This is an optimization exercise on Yosys and OpenROAD, whose aim is small area and a short achievable clock period, not a production implementation.
Function was checked by simulation only, so behaviour that the tests miss may differ from the original.

==> flow/design.v (excerpt) <==
module fpm_top (
  input  logic        clk,
  input  logic        rst_n,
  input  logic [2:0]  r_mode,
  input  logic [31:0] fp_x,
  input  logic [31:0] fp_y,
  output logic [31:0] fp_z,
  output logic        ovrf,
  output logic        udrf
);
  logic [7:0] ex_i, ey_i;
  logic zx_i, zy_i, ix_i, iy_i, nx_i, ny_i;
  assign ex_i = fp_x[30:23];
  assign ey_i = fp_y[30:23];
  assign zx_i = ~|ex_i;    
  assign zy_i = ~|ey_i;
  assign ix_i = &ex_i & ~|fp_x[22:0];
  assign iy_i = &ey_i & ~|fp_y[22:0];
  assign nx_i = &ex_i & |fp_x[22:0];
  assign ny_i = &ey_i & |fp_y[22:0];
  logic sg_i;
  assign sg_i = fp_x[31] ^ fp_y[31];
  logic [9:0]  eb_q;    
  logic        nan_q, inf_q, zer_q, sg_q;
  logic        rne_q, rmm_q, rdir_q;   
  logic        v_q;     
  logic [22:0] fx_q, fyn_q;    
  logic [22:0] fy_q;
  assign fy_q = ~fyn_q;
  logic [10:0] bneg_q;
  logic [11:0] bonen_q, btwon_q;    
  always_ff @(posedge clk) begin
    eb_q   <= {2'b00, ex_i} + {2'b00, ey_i} - 10'd127;
    nan_q  <= nx_i | ny_i | (ix_i & zy_i) | (iy_i & zx_i);
    inf_q  <= ix_i | iy_i;
    zer_q  <= zx_i | zy_i;
    sg_q   <= sg_i;
    rne_q  <= (r_mode == 3'd0);
    rmm_q  <= (r_mode == 3'd4);
    rdir_q <= ((r_mode == 3'd2) & sg_i) | ((r_mode == 3'd3) & ~sg_i);
    v_q    <= rst_n;
  ...
Settings: LEC_CHECK=0, CAP_MARGIN=20, CORE_MARGIN=2, CORE_UTILIZATION=55, CTS_BUF_LIST=sky130_fd_sc_hd__clkbuf_4 sky130_fd_sc_hd__clkbuf_8, SLEW_MARGIN=20, SYNTH_HIERARCHICAL=1; clock period 12.5 ns.
standard.sh (not shown) runs the stock make flow with config.mk's settings and CLKGATE_MAP_FILE= SYNTH_SCRIPT=/design/flow/synth_recipe.tcl, a recipe that flattens the netlist after the stock synthesis.
==> flow/flow/run.sh <==
#!/bin/bash
# The standard synthesis and layout; repair aims for 7 ns of setup slack
set -euo pipefail
bash standard.sh synth > synth.log 2>&1
bash standard.sh finish SETUP_SLACK_MARGIN=7 "BUFFER_PORTS_ARGS=-buffer_cell sky130_fd_sc_hd__buf_2" > layout.log 2>&1
==> next run, changes <==
==> flow/flow/run.sh (replaced) <==
#!/bin/bash
# The standard synthesis and layout; repair aims for 7.25 ns of setup slack
set -euo pipefail
bash standard.sh synth > synth.log 2>&1
bash standard.sh finish SETUP_SLACK_MARGIN=7.25 "BUFFER_PORTS_ARGS=-buffer_cell sky130_fd_sc_hd__buf_2" > layout.log 2>&1
Settings changed: CTS_BUF_LIST sky130_fd_sc_hd__clkbuf_4 sky130_fd_sc_hd__clkbuf_8 to sky130_fd_sc_hd__clkbuf_8.
Via count grows slightly. Wire length grows slightly. Global-route usage shrinks by 0.34 points.
==> next run, changes <==
==> flow/flow/run.sh (replaced) <==
#!/bin/bash
# The standard synthesis and layout; repair aims for 7.25 ns of setup slack
set -euo pipefail
bash standard.sh synth > synth.log 2>&1
bash standard.sh finish SETUP_SLACK_MARGIN=7.25 "BUFFER_PORTS_ARGS=-buffer_cell sky130_fd_sc_hd__buf_2" "RECOVER_POWER=100" > layout.log 2>&1
After rerunning: The changed run finished but failed the layout checks on capacitance limit, slew limit. Register-to-register slack got worse by 1.4 ns. Hold slack is about the same. Utilization decreases by 0.62 points. Cell count does not change. Cell area came out lower by 0.96%. Worst setup slack degrades by 1.4 ns. Via count hardly moves.
==> next run, changes <==
==> flow/flow/run.sh (replaced) <==
#!/bin/bash
# The standard synthesis and layout; repair aims for 7.25 ns of setup slack
set -euo pipefail
bash standard.sh synth > synth.log 2>&1
bash standard.sh finish SETUP_SLACK_MARGIN=7.25 "BUFFER_PORTS_ARGS=-buffer_cell sky130_fd_sc_hd__buf_2" > layout.log 2>&1
Settings changed: CORE_UTILIZATION 55 to 65.
=> This time the run ran to the end with no violations. Wire length fell by a few percent. Die area fell by about a fifth. Global-route usage rose by 4.3 points.
==> next run, changes <==
==> flow/flow/run.sh (replaced) <==
#!/bin/bash
# The standard synthesis and layout; repair aims for 7 ns of setup slack
set -euo pipefail
bash standard.sh synth > synth.log 2>&1
bash standard.sh finish SETUP_SLACK_MARGIN=7 "BUFFER_PORTS_ARGS=-buffer_cell sky130_fd_sc_hd__buf_2" > layout.log 2>&1
Settings changed: CORE_UTILIZATION 65 to 55.
The new run completed with no timing, DRC or antenna violations.
Synthesized cell count is unchanged.
Area after synthesis does not change.
Cell area drops by 2.5%.
Worst hold slack barely changes.
Die area is higher by 18%.
Setup slack is worse by 0.15 ns.

afterwards: timing with drivers on the ports:
The results above use ideal ports. As a check the final layouts listed here were re-extracted and re-timed, cells and wires unchanged.
Step 1 (the two cells are an assumption about what drives the block):
set clk [get_ports {clk}]
set_driving_cell -lib_cell sky130_fd_sc_hd__clkbuf_16 $clk
set_driving_cell -lib_cell sky130_fd_sc_hd__buf_2 [delete_from_list [all_inputs] $clk]
Step 2 moves the port delays by t, midway between the first and last clock arrival at a register: inputs arrive t later, outputs are due t later. That takes back most of the time a late clock gives input paths.
Slacks: ideal ports / drivers / drivers and shift; pairs: ideal ports / drivers.
run | t, ns | setup slack, ns | worst setup path at the end | worst data-port slew with drivers (ns)
the first run | 0.520 | 7.150 / 7.099 / 7.165 | register to register | 0.05
the second run | 0.516 | 7.370 / 7.319 / 7.392 | register to register | 0.04
the third run | 0.516 | 5.976 / 5.976 / 5.976 | register to register | 0.04
the fourth run | 0.496 | 7.304 / 7.304 / 7.304 | register to register | 0.04
the fifth run | 0.521 | 7.158 / 7.107 / 7.188 | register to register | 0.05
